This is an optimization exercise on Yosys and OpenROAD, whose aim is small area, not a production implementation.
At most, simulation tests tie the RTL to the original design; equivalence was not proved.
The RTL of run 2 was laid out without a check of its function.

File: flow/run.sh
#!/bin/bash
# synth_recipe.tcl (not shown) runs the flow's synth.tcl, then flattens the netlist and writes it again
# the make line also repeats each setting of config.mk as NAME=value (left out here)
make -C /OpenROAD-flow-scripts/flow DESIGN_CONFIG=/design/flow/config.mk WORK_HOME=/design/flow/orfs CLKGATE_MAP_FILE= SYNTH_SCRIPT=/design/flow/synth_recipe.tcl finish
File: flow/config.mk
export PLATFORM = sky130hd
export DESIGN_NAME = pool_core_mc
export DESIGN_NICKNAME = pool_core_mc
export VERILOG_FILES = /design/flow/design.v
export SDC_FILE = /design/flow/constraint.sdc
export NUM_CORES = 4
export LEC_CHECK = 0
export CAP_MARGIN = 20
export CORE_MARGIN = 2
export CORE_UTILIZATION = 40
export SLEW_MARGIN = 20
File: flow/constraint.sdc
create_clock -name core_clock -period 6.5 [get_ports {clk}]
set_input_delay 1.3000 -clock core_clock [delete_from_list [all_inputs] [get_ports {clk}]]
set_output_delay 1.3000 -clock core_clock [all_outputs]
set_load 0.01 [all_outputs]
File: flow/design.v
package pool_pkg;
    typedef enum logic [0:0] {
        POOL_MAX = 1'b0,
        POOL_AVG = 1'b1
    } pool_mode_t;
endpackage
import pool_pkg::*;
module pool_lane
#(
    parameter int DATA_WIDTH  = 8,
    parameter int WIN_H       = 3,
    parameter int WIN_W       = 3,
    parameter int RECIP_SHIFT = 16
) (
    input  logic                                  clk,
    input  logic                                  reset,
    input  logic                                  en,
    input  logic [$clog2(WIN_H*WIN_W):0]          mode_line,
    input  logic [WIN_H*WIN_W*DATA_WIDTH-1:0]     win,
    output logic [DATA_WIDTH-1:0]                 result
);
    localparam int N         = WIN_H * WIN_W;
    localparam int STAGE_NUM = $clog2(N);
    localparam int SUM_W     = DATA_WIDTH + $clog2(N);
    localparam int P_W       = SUM_W + RECIP_SHIFT + 2;
    localparam logic signed [P_W-1:0] RECIP_P = P_W'(((1 << RECIP_SHIFT) + N / 2) / N);
    localparam logic signed [P_W-1:0] ROUND_P = P_W'(2 ** (RECIP_SHIFT - 1));
    localparam logic signed [P_W-1:0] SAT_MAX = P_W'(2 ** (DATA_WIDTH - 1) - 1);
    localparam logic signed [P_W-1:0] SAT_MIN = P_W'(-(2 ** (DATA_WIDTH - 1)));
    genvar gs, gi;
    logic [(STAGE_NUM+1)*N*SUM_W-1:0] lvl;
    for (gi = 0; gi < N; gi++) begin : g_elem
        assign lvl[gi*SUM_W +: SUM_W] = {{(SUM_W - DATA_WIDTH){win[gi*DATA_WIDTH + DATA_WIDTH - 1]}},
                                         win[gi*DATA_WIDTH +: DATA_WIDTH]};
    end
    for (gs = 0; gs < STAGE_NUM; gs++) begin : g_stage
        localparam int IN_N  = (N + (1 << gs) - 1) >> gs;
        localparam int OUT_N = (N + (1 << (gs + 1)) - 1) >> (gs + 1);
        for (gi = 0; gi < OUT_N; gi++) begin : g_node
            logic signed [SUM_W-1:0] a;
            logic signed [SUM_W-1:0] b;
            logic signed [SUM_W-1:0] node_next;
            logic signed [SUM_W-1:0] node_reg;
            assign a = lvl[(gs*N + 2*gi)*SUM_W +: SUM_W];
            if (2 * gi + 1 < IN_N) begin : g_pair
                assign b = lvl[(gs*N + 2*gi + 1)*SUM_W +: SUM_W];
                assign node_next = (mode_line[gs] == POOL_AVG)
                                 ? a + b
                                 : ((a > b) ? a : b);
            end else begin : g_odd
                assign b = '0;
                assign node_next = a;
            end
            always_ff @(posedge clk or posedge reset) begin
                if (reset) begin
                    node_reg <= '0;
                end else if (en) begin
                    node_reg <= node_next;
                end
            end
            assign lvl[((gs+1)*N + gi)*SUM_W +: SUM_W] = node_reg;
        end
        if (OUT_N < N) begin : g_fill
            assign lvl[((gs+1)*N + OUT_N)*SUM_W +: (N - OUT_N)*SUM_W] = '0;
        end
    end
    logic signed [SUM_W-1:0]  tree_sum;
    logic signed [P_W-1:0]    prod;
    logic signed [P_W-1:0]    shifted;
    logic [DATA_WIDTH-1:0]    result_next;
    logic [DATA_WIDTH-1:0]    result_reg;
    assign tree_sum = lvl[STAGE_NUM*N*SUM_W +: SUM_W];
    always_comb begin
        prod    = P_W'(tree_sum) * RECIP_P;
        shifted = (prod + ROUND_P) >>> RECIP_SHIFT;
        if (mode_line[STAGE_NUM] == POOL_AVG) begin
            if (shifted > SAT_MAX) begin
                result_next = SAT_MAX[DATA_WIDTH-1:0];
            end else if (shifted < SAT_MIN) begin
                result_next = SAT_MIN[DATA_WIDTH-1:0];
            end else begin
                result_next = shifted[DATA_WIDTH-1:0];
            end
        end else begin
            result_next = tree_sum[DATA_WIDTH-1:0];
        end
    end
    always_ff @(posedge clk or posedge reset) begin
        if (reset) begin
            result_reg <= '0;
        end else if (en) begin
            result_reg <= result_next;
        end
    end
    assign result = result_reg;
endmodule
import pool_pkg::*;
module pool_core_mc
#(
    parameter int DATA_WIDTH  = 8,
    parameter int WIN_H       = 3,
    parameter int WIN_W       = 3,
    parameter int CH_NUM      = 4,
    parameter int RECIP_SHIFT = 16
) (
    input  logic                                     clk,
    input  logic                                     reset,
    input  logic                                     din_vld,
    output logic                                     din_rdy,
    input  logic                                     din_mode,
    input  logic [CH_NUM*WIN_H*WIN_W*DATA_WIDTH-1:0] din,
    output logic                                     dout_vld,
    input  logic                                     dout_rdy,
    output logic [CH_NUM*DATA_WIDTH-1:0]             dout
);
    localparam int N         = WIN_H * WIN_W;
    localparam int STAGE_NUM = $clog2(N);
    localparam int L         = STAGE_NUM + 1;
    logic                 en;
    logic [L-1:0]         vld_reg;
    logic [STAGE_NUM-1:0] mode_reg;
    logic [STAGE_NUM:0]   mode_line;
    assign en        = !vld_reg[L-1] || dout_rdy;
    assign din_rdy   = en;
    assign dout_vld  = vld_reg[L-1];
    assign mode_line = {mode_reg, din_mode};
    always_ff @(posedge clk or posedge reset) begin
        if (reset) begin
            vld_reg  <= '0;
            mode_reg <= '0;
        end else if (en) begin
            vld_reg  <= {vld_reg[L-2:0], din_vld && din_rdy};
            mode_reg[0] <= din_mode;
            for (int i = 1; i < STAGE_NUM; i++) begin
                mode_reg[i] <= mode_reg[i-1];
            end
        end
    end
    genvar gi;
    for (gi = 0; gi < CH_NUM; gi++) begin : g_lane
        pool_lane #(
            .DATA_WIDTH  (DATA_WIDTH),
            .WIN_H       (WIN_H),
            .WIN_W       (WIN_W),
            .RECIP_SHIFT (RECIP_SHIFT)
        ) u_lane (
            .clk       (clk),
            .reset     (reset),
            .en        (en),
            .mode_line (mode_line),
            .win       (din[gi*N*DATA_WIDTH +: N*DATA_WIDTH]),
            .result    (dout[gi*DATA_WIDTH +: DATA_WIDTH])
        );
    end
endmodule
==> run summary, run 1 <==
R2R cell count=18; Setup violations, final=0; area growth from synthesis to layout=13.9%; met1 WL=66400 um; Critical Path, Cell by Cell=fa_1 > fa_1 > inv_1 > fa_1 > fa_1 > fa_1 > inv_1 > ha_1 > a211o_1 > a21oi_2 > a211o_1 > o2111a_1 > nand4_2 > or2_1 > or4b_4 > maj3_2 > a221oi_2 > a211o_1; final clock skew=0.0273 ns; CTS tree=done; CP startpoint kind=flip-flop; critical hold path startpoint=vld_reg[0]; worst reg-to-reg setup slack=0.30 ns; ANT nets after route=0; worst-path maximum fanout=7; drt drc=0; CP required=7.10 ns; met3 WL post-DR=4250 um; nets=7802; crit-path leading delay family=adder cells; Worst R2R End=g_lane[0].u_lane.result_reg[0]; Max Fclk=161 MHz; total of max-cap violations=0; number of synthesized flops with an enable pin=0; Syn. warnings=2; vias in the first global route=42663; sequential cell area fraction in the yosys report=22.7%; worst min path class=flip-flop to flip-flop; Via density=5.19; Slew @ Worst Pin=1.05 ns; Layout Cells excl Fill=8229; largest net degree at the start of global routing=150; ys flop type=dfrtp_1; root buf cell=clkbuf_16; worst hold slack=0.463 ns; Core Region=129000 um^2; Hold Buf Count CTS=0; fillcell total=12702; dpl cell area=57300 um^2; All-Layer GR Usage=20.2%; Iter 0 DRT Violations=2224; CP endpoint kind=flip-flop; area occupied by multi-input gates=36400 um^2; cell count after synthesis=6218; Pins Over Slew Limit=0; hpwl dp=108000 um; Post-Syn Nets=7579; Sum Neg Setup Slack=0 ns; library cells used by synthesis=95; Die Y=365 um; Final Critical Period=6.20 ns; share of cells above drive strength 1=5.58%; Rows=132; Clk pin slew, worst setup/hold paths=0.06 ns; Initial Utilization=40.3%; final period utilization=95.4%; CP endpoint=g_lane[0].u_lane.result_reg[0]; Die Area=133000 um^2; cell mode on critical path=fa_1; max reg flops=432; CP arrival=6.80 ns; Placed Cells=8122; Overflow after GRT=0; CP Depth=18; DR WL/cell=16.5 um; commonest cells after routing, fill and taps aside=ha_1, inv_1, a21oi_1; CP max stage cell=fa_1; first-pass GRT wire length=223000 um; synthesized flop and latch total=473; H-tree depth=2; final core occ=45.9%; syn avg cell area=8.40 um^2; Antenna Cells=0; register area=11800 um^2; port bufs=326; CTS max path bufs=3; Post-synth ARST share=100%; DR vias=42674; global placement routability congestion=0.897; CP bufs+invs=2; final WL=136000 um; crit path kind=flip-flop to flip-flop; Post-Syn Area=52200 um^2; Skew-Pair Late Insertion Delay=0.68 ns; worst relative slew slack=29.5%; # IOs=327; final hold violations=0; drt first pass iters=7; delay of the slowest critical-path stage=0.55 ns; status=timing/DRC/antenna clean; CTS sink cnt=473; most common cell after layout, fill and taps aside=ha_1; Die Wd=365 um; design area=59500 um^2; initial antenna violation count=3; CTS Buf Count=57; uppermost layer routed=met5; met2 wire length=62600 um
## logic make-up after synthesis
| logic type | synth area share, % |
|---|---|
| AOI/OAI and AO/OA | 19.6 |
| xor gates and xnor gates | 4.55 |
| adders and majority gates | 28.2 |
| buffers and inverters | 7.73 |
| DFF | 22.7 |
| muxes | 5.46 |
| and+or+nand+nor | 11.8 |
## repair_timing
item,CTS,global route
resized for setup,0,10
setup endpoints to repair,0,22
buffers inserted,0,1
## area by class of cell
type                       count  area share (%)
multi-input combinational   4671            61.3
sequential                   473            19.9
clock buffer                  74            2.67
tap                         1742            3.67
inverter                     869            5.50
clock inverter                31           0.810
timing repair buffer         369            6.18
## routing by layer
layer	up-vias	GRT usage, %
li1	21699	-
met1	20276	28.6
met2	573	33.6
met3	122	1.72
met4	4	4.27
met5	-	0
## worst min-delay path by stage
stage	end	slack [ns]	depth (start not counted)
6_report	vld_reg[0]	0.46	2
3_5_place_dp	flip-flop	0.46	2
3_3_place_gp	flip-flop	0.45	2
5_1_grt	flip-flop	0.49	2
4_1_cts	flip-flop	0.47	2
2_1_floorplan	vld_reg[3]	0.43	2
## synthesized netlist by cell type (37+ instances only)
cell type / n / area (um^2)
fa_1: 180 / 3600
dfrtp_1: 473 / 11800
ha_1: 888 / 11100
o21bai_1: 107 / 803
xnor2_1: 191 / 1670
mux2_2: 135 / 1520
or3_1: 40 / 250
nor2b_1: 58 / 363
o21a_1: 51 / 383
nand2_1: 584 / 2190
nand4_1: 71 / 444
o211ai_1: 41 / 308
xor2_1: 75 / 657
a21o_1: 37 / 278
mux2i_1: 132 / 1320
a21oi_1: 612 / 3060
nor2_1: 341 / 1280
o21ai_0: 516 / 2580
nor3_1: 70 / 350
nand3_1: 74 / 370
clkbuf_1: 189 / 709
inv_1: 868 / 3260
## worst min-delay path, cell delays in order (launching register included)
cell,delay (ns)
dfrtp_1,0.34
nand2_1,0.05
nand2_1,0.05
## metrics by stage
step / worst slack [ns]
after floorplan: -1.21
after detailed placement: 0.178
after global placement: 0.236
after CTS: 0.186
after global routing: -0.00709
final: 0.296
==> run 2: changes to the inputs <==
==> flow/design.v (replaced) <==
package pool_pkg;
    typedef enum logic [0:0] {
        POOL_MAX = 1'b0,
        POOL_AVG = 1'b1
    } pool_mode_t;
endpackage
import pool_pkg::*;
module pool_lane
#(
    parameter int DATA_WIDTH = 8,
    parameter int WIN_H      = 3,
    parameter int WIN_W      = 3
) (
    input  logic                              mode,
    input  logic [WIN_H*WIN_W*DATA_WIDTH-1:0] win,
    output logic [DATA_WIDTH-1:0]             result
);
    localparam int N = WIN_H * WIN_W;
    logic [DATA_WIDTH-1:0] u [N];
    for (genvar gi = 0; gi < N; gi++) begin : g_u
        assign u[gi] = win[gi*DATA_WIDTH +: DATA_WIDTH] ^ {1'b1, {(DATA_WIDTH-1){1'b0}}};
    end
    logic [7:0] m01, m23, m45, m67, m03, m47, m07, mx;
    assign m01 = (u[0] > u[1]) ? u[0] : u[1];
    assign m23 = (u[2] > u[3]) ? u[2] : u[3];
    assign m45 = (u[4] > u[5]) ? u[4] : u[5];
    assign m67 = (u[6] > u[7]) ? u[6] : u[7];
    assign m03 = (m01 > m23) ? m01 : m23;
    assign m47 = (m45 > m67) ? m45 : m67;
    assign m07 = (m03 > m47) ? m03 : m47;
    assign mx  = (m07 > u[8]) ? m07 : u[8];
    logic [11:0] usum;
    assign usum = 12'(u[0]) + 12'(u[1]) + 12'(u[2]) + 12'(u[3]) + 12'(u[4])
                + 12'(u[5]) + 12'(u[6]) + 12'(u[7]) + 12'(u[8]);
    logic [14:0] w7;
    logic [20:0] p;
    assign w7 = {usum, 3'b000} - 15'(usum);
    assign p  = {w7, 6'b000000} + 21'(w7) + 21'd2176;
    assign result = (mode == POOL_AVG) ? {~p[19], p[18:12]} : {~mx[7], mx[6:0]};
endmodule
import pool_pkg::*;
module pool_core_mc
#(
    parameter int DATA_WIDTH  = 8,
    parameter int WIN_H       = 3,
    parameter int WIN_W       = 3,
    parameter int CH_NUM      = 4,
    parameter int RECIP_SHIFT = 16
) (
    input  logic                                     clk,
    input  logic                                     reset,
    input  logic                                     din_vld,
    output logic                                     din_rdy,
    input  logic                                     din_mode,
    input  logic [CH_NUM*WIN_H*WIN_W*DATA_WIDTH-1:0] din,
    output logic                                     dout_vld,
    input  logic                                     dout_rdy,
    output logic [CH_NUM*DATA_WIDTH-1:0]             dout
);
    localparam int N     = WIN_H * WIN_W;
    localparam int DEPTH = 5;
    localparam int OW    = CH_NUM * DATA_WIDTH;
    logic              en;
    logic [DEPTH-1:0]  vld_reg;
    logic [OW-1:0]     res;
    logic [DEPTH-1:0][OW-1:0] data_reg;
    assign en       = !vld_reg[DEPTH-1] || dout_rdy;
    assign din_rdy  = en;
    assign dout_vld = vld_reg[DEPTH-1];
    always_ff @(posedge clk or posedge reset) begin
        if (reset) begin
            vld_reg <= '0;
        end else if (en) begin
            vld_reg <= {vld_reg[DEPTH-2:0], din_vld};
        end
    end
    genvar gi;
    for (gi = 0; gi < CH_NUM; gi++) begin : g_lane
        pool_lane #(
            .DATA_WIDTH (DATA_WIDTH),
            .WIN_H      (WIN_H),
            .WIN_W      (WIN_W)
        ) u_lane (
            .mode   (din_mode),
            .win    (din[gi*N*DATA_WIDTH +: N*DATA_WIDTH]),
            .result (res[gi*DATA_WIDTH +: DATA_WIDTH])
        );
    end
    always_ff @(posedge clk) begin
        if (en) begin
            data_reg[0] <= res;
            for (int i = 1; i < DEPTH; i++) begin
                data_reg[i] <= data_reg[i-1];
            end
        end
    end
    assign dout = data_reg[DEPTH-1];
endmodule
==> run summary, run 2 <==
status=finished with violations (was timing/DRC/antenna clean); Layout Check Fails=setup timing; most common cell after layout, fill and taps aside=buf_4 (was ha_1); global placement routability congestion=0.935 (was 0.897); fillcell total=5310 (was 12702); reg-to-reg startpoint=vld_reg[4]; CTS Buf Count=17 (was 57); final hold violations=0 (unchanged); Post-synth ARST share=3.03% (was 100%); # IOs=327 (unchanged); root buf cell=clkbuf_16 (unchanged); CTS tree=done (unchanged); area growth from synthesis to layout=50.7% (was 13.9%); crit path kind=input pin to flip-flop (was flip-flop to flip-flop); Syn. warnings=3 (was 2); CTS sink cnt=165 (was 473); CP startpoint kind=input pin (was flip-flop); ys flop type=edfxtp_1 (was dfrtp_1); R2R cell count=3 (was 18); Critical path origin=din[217]; Worst Hold End=data_reg[89] (was vld_reg[0]); Max Fclk=111 MHz (was 161 MHz); CP endpoint kind=flip-flop (unchanged); share of cells above drive strength 1=33.2% (was 5.58%); All-Layer GR Usage=22.8% (was 20.2%); CTS max path bufs=2 (was 3); sequential cell area fraction in the yosys report=19.0% (was 22.7%); area leader, netlist=ha_1 (was dfrtp_1); Iter 0 DRT Violations=854 (was 2224); synthesized flop and latch total=165 (was 473); drt first pass iters=5 (was 7); main combinational cell family by area after synthesis=adder cells (unchanged); delay of the slowest critical-path stage=0.62 ns (was 0.55 ns); Skew-Pair Late Insertion Delay=0.42 ns (was 0.68 ns); Initial Utilization=40.4% (was 40.3%); number of synthesized flops with an enable pin=160 (was 0); cell count after synthesis=2709 (was 6218); worst-path maximum fanout=4 (was 7); Hold Buf Count CTS=0 (unchanged); Overflow after GRT=0 (unchanged); top post-synthesis cells by area=ha_1, edfxtp_1, fa_1, inv_1, mux2i_1 (was dfrtp_1, ha_1, fa_1, inv_1, a21oi_1); M1 GR Usage=28.1% (was 28.6%); Clk pin slew, worst setup/hold paths=0.07 ns (was 0.06 ns); Rows=93 (was 132); syn avg cell area=9.58 um^2 (was 8.40 um^2); vias in the first global route=24717 (was 42663); nets=4840 (was 7802); GR Util met3=1.68% (was 1.72%); worst reg-to-reg setup slack=4.45 ns (was 0.30 ns); final WL=76700 um (was 136000 um); Core Region=64200 um^2 (was 129000 um^2); DR WL/cell=16.0 um (was 16.5 um); max reg flops=160 (was 432); CP max stage cell=fa_1 (unchanged); Sum Neg Setup Slack=-74.21 ns (was 0 ns); first-pass GRT wire length=123000 um (was 223000 um); total of max-cap violations=0 (unchanged); Synth Area in Simple Gates=8.66% (was 11.8%); worst min path class=flip-flop to flip-flop (unchanged); multiplexer share of the synthesized area=9.75% (was 5.46%); GR Util met2=43.1% (was 33.6%); Die Area=66900 um^2 (was 133000 um^2); H-tree depth=4 (was 2); Die Y=259 um (was 365 um); hold path depth=0 (was 2); Pins Over Slew Limit=0 (unchanged); Post-Syn Nets=3638 (was 7579); GRT Max-Usage Layer=met2 (unchanged); post-synthesis adder-cell area fraction=36.3% (was 28.2%); Worst Setup Slack, final=-2.54 ns (was 0.296 ns); final core occ=60.9% (was 45.9%); RSZ-0062 raised after global routing=true; drt drc=0 (unchanged); Worst R2R End=vld_reg[3] (was g_lane[0].u_lane.result_reg[0]); commonest cells after routing, fill and taps aside=buf_4, inv_1, ha_1 (was ha_1, inv_1, a21oi_1); most common cell in the synthesized netlist=inv_1 (was ha_1); CP arrival=9.19 ns (was 6.80 ns); Layout Cells excl Fill=4785 (was 8229); critical hold path startpoint=data_reg[57] (was vld_reg[0]); DR vias=23013 (was 42674); ANT nets after route=0 (unchanged); compound-gate portion of the synthesized area=12.2% (was 19.6%); port bufs=326 (unchanged); cell mode on critical path=fa_1 (unchanged); Setup violations, final=32 (was 0); worst relative slew slack=35.5% (was 29.5%); final clock skew=0.00987 ns (was 0.0273 ns); Final Critical Period=9.04 ns (was 6.20 ns); final period utilization=139% (was 95.4%); CP required=6.65 ns (was 7.10 ns); Synth top area share=21.4% (was 22.7%); Die Wd=259 um (was 365 um); hpwl dp=67000 um (was 108000 um); initial antenna violation count=5 (was 3); Synth Area in XOR/XNOR=4.36% (was 4.55%); library cells used by synthesis=98 (was 95); Placed Cells=4674 (was 8122); most frequent cells after synthesis=inv_1, ha_1, mux2i_1 (was ha_1, inv_1, a21oi_1); Post-Syn Area=25900 um^2 (was 52200 um^2); largest net degree at the start of global routing=77 (was 150); Slew @ Worst Pin=0.955 ns (was 1.05 ns); Via density=4.81 (was 5.19)
run 2: cell count changes after synthesis, moves of 160 or more:
cell | before | now
o21ai_0 | 516 | 102
clkbuf_1 | 189 | 16
a21oi_1 | 612 | 99
nand2_1 | 584 | 62
dfrtp_1 | 473 | 5
ha_1 | 888 | 444
nor2_1 | 341 | 136
edfxtp_1 | 0 | 160
inv_1 | 868 | 580
run 2: cells by family after synthesis:
family,count (synthesis)
XOR/XNOR,123
adder cells (fa/ha/maj),637
flip-flops,165
AO/OA/AOI/OAI,469
buffers and inverters,635
multiplexers,248
AND/OR/NAND/NOR,432
run 2: through the flow:
stage / hold WS, ns / area [um^2] / setup WS (ns)
2_1_floorplan: 0.400 / 26400 / -2.60
3_5_place_dp: 0.405 / 36700 / -3.64
3_3_place_gp: 0.402 / 36700 / -3.41
5_1_grt: 0.416 / 39100 / -2.84
6_report: 0.409 / 39100 / -2.54
4_1_cts: 0.409 / 38400 / -2.61
run 2: final cells by class:
type | instances | area [um^2] | share of cell area [%]
multi-input combinational | 1909 | 20100 | 51.5
timing repair buffer | 1237 | 10100 | 25.9
tap | 855 | 1070 | 2.74
clock inverter | 15 | 201 | 0.515
antenna | 6 | 15.0 | 0.0384
clock buffer | 17 | 425 | 1.09
inverter | 581 | 2190 | 5.61
sequential | 165 | 4930 | 12.6
run 2: worst max-delay path by stage:
stage                     cells past startpoint            to
final                                        33  data_reg[31]
after global routing                         41  data_reg[29]
after CTS                                    45  data_reg[23]
after detailed placement                     40  data_reg[14]
after global placement                       44  data_reg[14]
after floorplan                              42  data_reg[14]
run 2: critical path: cells and delay by family:
kind | cells | cell delay (ns)
buffers and inverters | 5 | 0.56
adder cells (fa/ha/maj) | 9 | 3.68
AO/OA/AOI/OAI | 13 | 2.82
AND/OR/NAND/NOR | 2 | 0.22
XOR/XNOR | 4 | 0.58
run 2: routing by layer:
| layer | part of all wire (%) | vias to the layer above | routed length [um] |
|---|---|---|---|
| li1 | - | 11602 | - |
| met1 | 43 | 11000 | 33400 |
| met2 | 52 | 325 | 40200 |
| met3 | 2.1 | 86 | 1610 |
| met4 | 2.0 | 0 | 1540 |
| met5 | 0 | - | 0 |
run 2: timing repair:
| item | 4_1_cts | 5_1_grt |
|---|---|---|
| setup buffers | 54 | 26 |
| gates resized for setup | 268 | 116 |
| cloned | 0 | 0 |
| pin swaps | 185 | 201 |
| endpoints found under the setup margin | 32 | 32 |
==> run 3: changes to the inputs <==
--- a/flow/design.v
+++ b/flow/design.v
@@ -7,3 +7,3 @@
 import pool_pkg::*;
-module pool_lane
+module pool_lane_a
 #(
@@ -15,18 +15,19 @@
     input  logic [WIN_H*WIN_W*DATA_WIDTH-1:0] win,
-    output logic [DATA_WIDTH-1:0]             result
+    output logic [11:0]                       word
 );
     localparam int N = WIN_H * WIN_W;
-    logic [DATA_WIDTH-1:0] u [N];
+    logic [7:0] u [N];
     for (genvar gi = 0; gi < N; gi++) begin : g_u
-        assign u[gi] = win[gi*DATA_WIDTH +: DATA_WIDTH] ^ {1'b1, {(DATA_WIDTH-1){1'b0}}};
+        assign u[gi] = win[gi*DATA_WIDTH +: DATA_WIDTH] ^ 8'h80;
     end
-    logic [7:0] m01, m23, m45, m67, m03, m47, m07, mx;
-    assign m01 = (u[0] > u[1]) ? u[0] : u[1];
-    assign m23 = (u[2] > u[3]) ? u[2] : u[3];
-    assign m45 = (u[4] > u[5]) ? u[4] : u[5];
-    assign m67 = (u[6] > u[7]) ? u[6] : u[7];
-    assign m03 = (m01 > m23) ? m01 : m23;
-    assign m47 = (m45 > m67) ? m45 : m67;
-    assign m07 = (m03 > m47) ? m03 : m47;
-    assign mx  = (m07 > u[8]) ? m07 : u[8];
+    logic [7:0] mx;
+    always_comb begin
+        logic [N-1:0] alive;
+        alive = '1;
+        for (int b = 7; b >= 0; b--) begin
+            mx[b] = 1'b0;
+            for (int i = 0; i < N; i++) mx[b] = mx[b] | (alive[i] & u[i][b]);
+            for (int i = 0; i < N; i++) alive[i] = alive[i] & (u[i][b] | ~mx[b]);
+        end
+    end
     logic [11:0] usum;
@@ -34,7 +35,15 @@
                 + 12'(u[5]) + 12'(u[6]) + 12'(u[7]) + 12'(u[8]);
+    assign word = {usum[11:8], (mode == POOL_AVG) ? usum[7:0] : mx};
+endmodule
+module pool_lane_b
+(
+    input  logic        mode,
+    input  logic [11:0] word,
+    output logic [7:0]  result
+);
     logic [14:0] w7;
-    logic [20:0] p;
-    assign w7 = {usum, 3'b000} - 15'(usum);
-    assign p  = {w7, 6'b000000} + 21'(w7) + 21'd2176;
-    assign result = (mode == POOL_AVG) ? {~p[19], p[18:12]} : {~mx[7], mx[6:0]};
+    logic [14:0] q;
+    assign w7 = {word, 3'b000} - 15'(word);
+    assign q  = w7 + 15'(w7[14:6]) + 15'd34;
+    assign result = (mode == POOL_AVG) ? {~q[13], q[12:6]} : {~word[7], word[6:0]};
 endmodule
@@ -62,6 +71,8 @@
     localparam int OW    = CH_NUM * DATA_WIDTH;
-    logic              en;
-    logic [DEPTH-1:0]  vld_reg;
-    logic [OW-1:0]     res;
-    logic [DEPTH-1:0][OW-1:0] data_reg;
+    logic                    en;
+    logic [DEPTH-1:0]        vld_reg;
+    logic                    mode_reg;
+    logic [CH_NUM*12-1:0]    word, word_reg;
+    logic [OW-1:0]           res;
+    logic [DEPTH-2:0][OW-1:0] data_reg;
     assign en       = !vld_reg[DEPTH-1] || dout_rdy;
@@ -78,3 +89,3 @@
     for (gi = 0; gi < CH_NUM; gi++) begin : g_lane
-        pool_lane #(
+        pool_lane_a #(
             .DATA_WIDTH (DATA_WIDTH),
@@ -82,5 +93,10 @@
             .WIN_W      (WIN_W)
-        ) u_lane (
-            .mode   (din_mode),
-            .win    (din[gi*N*DATA_WIDTH +: N*DATA_WIDTH]),
+        ) u_a (
+            .mode (din_mode),
+            .win  (din[gi*N*DATA_WIDTH +: N*DATA_WIDTH]),
+            .word (word[gi*12 +: 12])
+        );
+        pool_lane_b u_b (
+            .mode   (mode_reg),
+            .word   (word_reg[gi*12 +: 12]),
             .result (res[gi*DATA_WIDTH +: DATA_WIDTH])
@@ -90,4 +106,6 @@
         if (en) begin
+            mode_reg    <= din_mode;
+            word_reg    <= word;
             data_reg[0] <= res;
-            for (int i = 1; i < DEPTH; i++) begin
+            for (int i = 1; i < DEPTH-1; i++) begin
                 data_reg[i] <= data_reg[i-1];
@@ -96,3 +114,3 @@
     end
-    assign dout = data_reg[DEPTH-1];
+    assign dout = data_reg[DEPTH-2];
 endmodule
--- a/flow/config.mk
+++ b/flow/config.mk
@@ -7,2 +7,3 @@
 export LEC_CHECK = 0
+export ABC_AREA = 1
 export CAP_MARGIN = 20
==> run summary, run 3 <==
crit-path leading delay family=simple AND/OR/NAND/NOR gates (was adder cells); final WL=54300 um (was 76700 um); nets=3543 (was 4840); pre-CTS setup slack=0.0264 ns (was -3.64 ns); syn avg cell area=8.28 um^2 (was 9.58 um^2); area growth from synthesis to layout=21.3% (was 50.7%); vias in the first global route=17671 (was 24717); drt drc=0 (unchanged); Worst Setup Slack, final=0.553 ns (was -2.54 ns); drt first pass iters=5 (unchanged); CP max stage cell=clkdlybuf4s50_1 (was fa_1); Post-Syn Nets=3230 (was 3638); # IOs=327 (unchanged); CP arrival=6.13 ns (was 9.19 ns); CTS tree=done (unchanged); Overflow after GRT=0 (unchanged); root buf cell=clkbuf_16 (unchanged); worst min path class=flip-flop to flip-flop (unchanged); H-tree depth=4 (unchanged); Die Wd=234 um (was 259 um); commonest cells after routing, fill and taps aside=nand2_1, inv_1, clkdlybuf4s50_1 (was buf_4, inv_1, ha_1); Antenna Cells=0 (was 6); Syn. warnings=3 (unchanged); DR vias=16977 (was 23013); Critical path origin=din[103] (was din[217]); global placement routability congestion=0.928 (was 0.935); All-Layer GR Usage=20.3% (was 22.8%); Pins Over Slew Limit=0 (unchanged); cell mode on critical path=nand2_1 (was fa_1); dpl cell area=25200 um^2 (was 36700 um^2); CTS max path bufs=2 (unchanged); critical hold path startpoint=data_reg[90] (was data_reg[57]); synthesized flop and latch total=182 (was 165); final clock skew=0.0121 ns (was 0.00987 ns); cell count after synthesis=2565 (was 2709); CP startpoint kind=input pin (unchanged); area leader, netlist=edfxtp_1 (was ha_1); Post-synth ARST share=2.75% (was 3.03%); most common cell in the synthesized netlist=nand2_1 (was inv_1); Die Area=55000 um^2 (was 66900 um^2); largest net degree at the start of global routing=112 (was 77); DR WL/cell=15.2 um (was 16.0 um); Final Critical Period=5.95 ns (was 9.04 ns); Via density=4.74 (was 4.81); Die Y=234 um (was 259 um); sequential cell area fraction in the yosys report=25.6% (was 19.0%); library cells used by synthesis=41 (was 98); most frequent cells after synthesis=nand2_1, inv_1, fa_1 (was inv_1, ha_1, mux2i_1); hpwl dp=47400 um (was 67000 um); Rows=84 (was 93); worst relative slew slack=37.9% (was 35.5%); number of synthesized flops with an enable pin=177 (was 160); first-pass GRT wire length=89000 um (was 123000 um); Slew @ Worst Pin=0.931 ns (was 0.955 ns); initial antenna violation count=0 (was 5); CTS sink cnt=182 (was 165); CP required=6.68 ns (was 6.65 ns); final hold violations=0 (unchanged); reg-to-reg startpoint=word_reg[0] (was vld_reg[4]); ANT nets after route=0 (unchanged); status=timing/DRC/antenna clean (was finished with violations); top post-synthesis cells by area=edfxtp_1, fa_1, nand2_1, inv_1, ha_1 (was ha_1, edfxtp_1, fa_1, inv_1, mux2i_1); Iter 0 DRT Violations=828 (was 854); worst-path maximum fanout=17 (was 4); Sum Neg Setup Slack=0 ns (was -74.21 ns); design area=25800 um^2 (was 39100 um^2); final core occ=49.0% (was 60.9%); port bufs=326 (unchanged); Hold Buf Count CTS=0 (unchanged); crit path kind=input pin to flip-flop (unchanged); Skew-Pair Late Insertion Delay=0.43 ns (was 0.42 ns); delay of the slowest critical-path stage=0.48 ns (was 0.62 ns); share of cells above drive strength 1=5.19% (was 33.2%); Core Region=52600 um^2 (was 64200 um^2); Initial Utilization=40.4% (about the same); total of max-cap violations=0 (unchanged); final period utilization=91.5% (was 139%); Setup violations, final=0 (was 32); CP bufs+invs=2 (was 5); Post-Syn Area=21200 um^2 (was 25900 um^2); Max Fclk=168 MHz (was 111 MHz); CP endpoint kind=flip-flop (unchanged); max reg flops=128 (was 160); CTS Buf Count=17 (unchanged); Synth top area share=25.0% (was 21.4%); Clk pin slew, worst setup/hold paths=0.06 ns (was 0.07 ns); ys flop type=edfxtp_1 (unchanged); most common cell after layout, fill and taps aside=nand2_1 (was buf_4)
## run 3: cell types whose count changed after synthesis, sizes merged, moves of 19 or more
cell	previous run	this run
mux2i	211	0
a21o	69	15
inv	580	561
and3	33	12
nand3	36	189
nand2	63	679
o21a	56	0
fa	192	216
mux2	37	1
nor2b	40	0
xnor2	68	44
a21oi	110	55
ha	444	156
## run 3: final timing paths
kind / cells past startpoint / to / slack [ns]
setup / recovery: 41 / word_reg[12] / 0.55
hold / removal: 0 / data_reg[122] / 0.42
setup reg to reg: 26 / data_reg[6] / 1.77
hold reg to reg: 0 / data_reg[122] / 0.42
max in group asynchronous: 2 / vld_reg[4] / 5.25
min in group asynchronous: 2 / vld_reg[0] / 1.08
## run 3: repair_timing
action,in CTS,in global routing
buffers inserted,0,1
setup endpoints to repair,0,2
resized for setup,0,10
## run 3: layer usage
layer	up-vias	wire length (um)	share of wire (%)	global-route usage [%]
li1	8646	-	-	-
met1	7944	24100	44	26.7
met2	325	27700	51	36.3
met3	62	1580	2.9	1.82
met4	0	973	1.8	4.56
met5	-	0	0	0
## run 3: logic make-up after synthesis
| family | share of synthesized area [%] |
|---|---|
| muxes | 0.0530 |
| adders and majority gates | 29.5 |
| AOI/OAI and AO/OA | 7.16 |
| xor gates and xnor gates | 3.92 |
| buffers and inverters | 11.6 |
| DFF | 25.6 |
| and+or+nand+nor | 22.2 |
## run 3: area by class of cell
| class | count | area [um^2] |
|---|---|---|
| clock inverters | 15 | 120 |
| multi-input cells | 1772 | 13400 |
| inverters | 561 | 2110 |
| repair buffers | 344 | 3400 |
| clock buffers | 17 | 425 |
| fillers | 5144 | 26800 |
| well taps | 688 | 861 |
| flip-flops and latches | 182 | 5440 |
## run 3: stage by stage
stage	instances	hold slack (ns)
CTS	3578	0.418
global placement	3546	0.401
floorplan	2565	0.400
global route	3579	0.424
finish	3579	0.418
detailed placement	3546	0.405

[afterwards: timing with drivers on the ports]
The flow's constraints put no driver on any port. The routed layouts listed below were extracted and timed again, unchanged, in two steps. Step 1 sets driving cells, clkbuf_16 on the clock port and buf_2 on the other inputs (assumed; they add their load-dependent delay and slew). Step 2 times the ports against the registers' clock, not the clock port: input delays grow and output delays shrink by t, the midpoint of the rising clock arrivals with the driver on. a / b / c = no drivers / after step 1 / after step 2; a / b = the first two.
run | t (ns) | setup slack, ns | worst hold slack (ns) | worst setup path after step 2
run 1 | 0.734 | 0.296 / 0.296 / 0.296 | 0.463 / 0.463 / 0.463 | register to register
run 2 | 0.464 | -2.539 / -2.533 / -2.997 | 0.409 / 0.409 / 0.409 | input to register
run 3 | 0.471 | 0.553 / 0.583 / 0.112 | 0.418 / 0.418 / 0.418 | input to register
The setup slack of run 2, which loses most, moves by +0.006 ns with the drivers and by -0.458 ns with both steps.
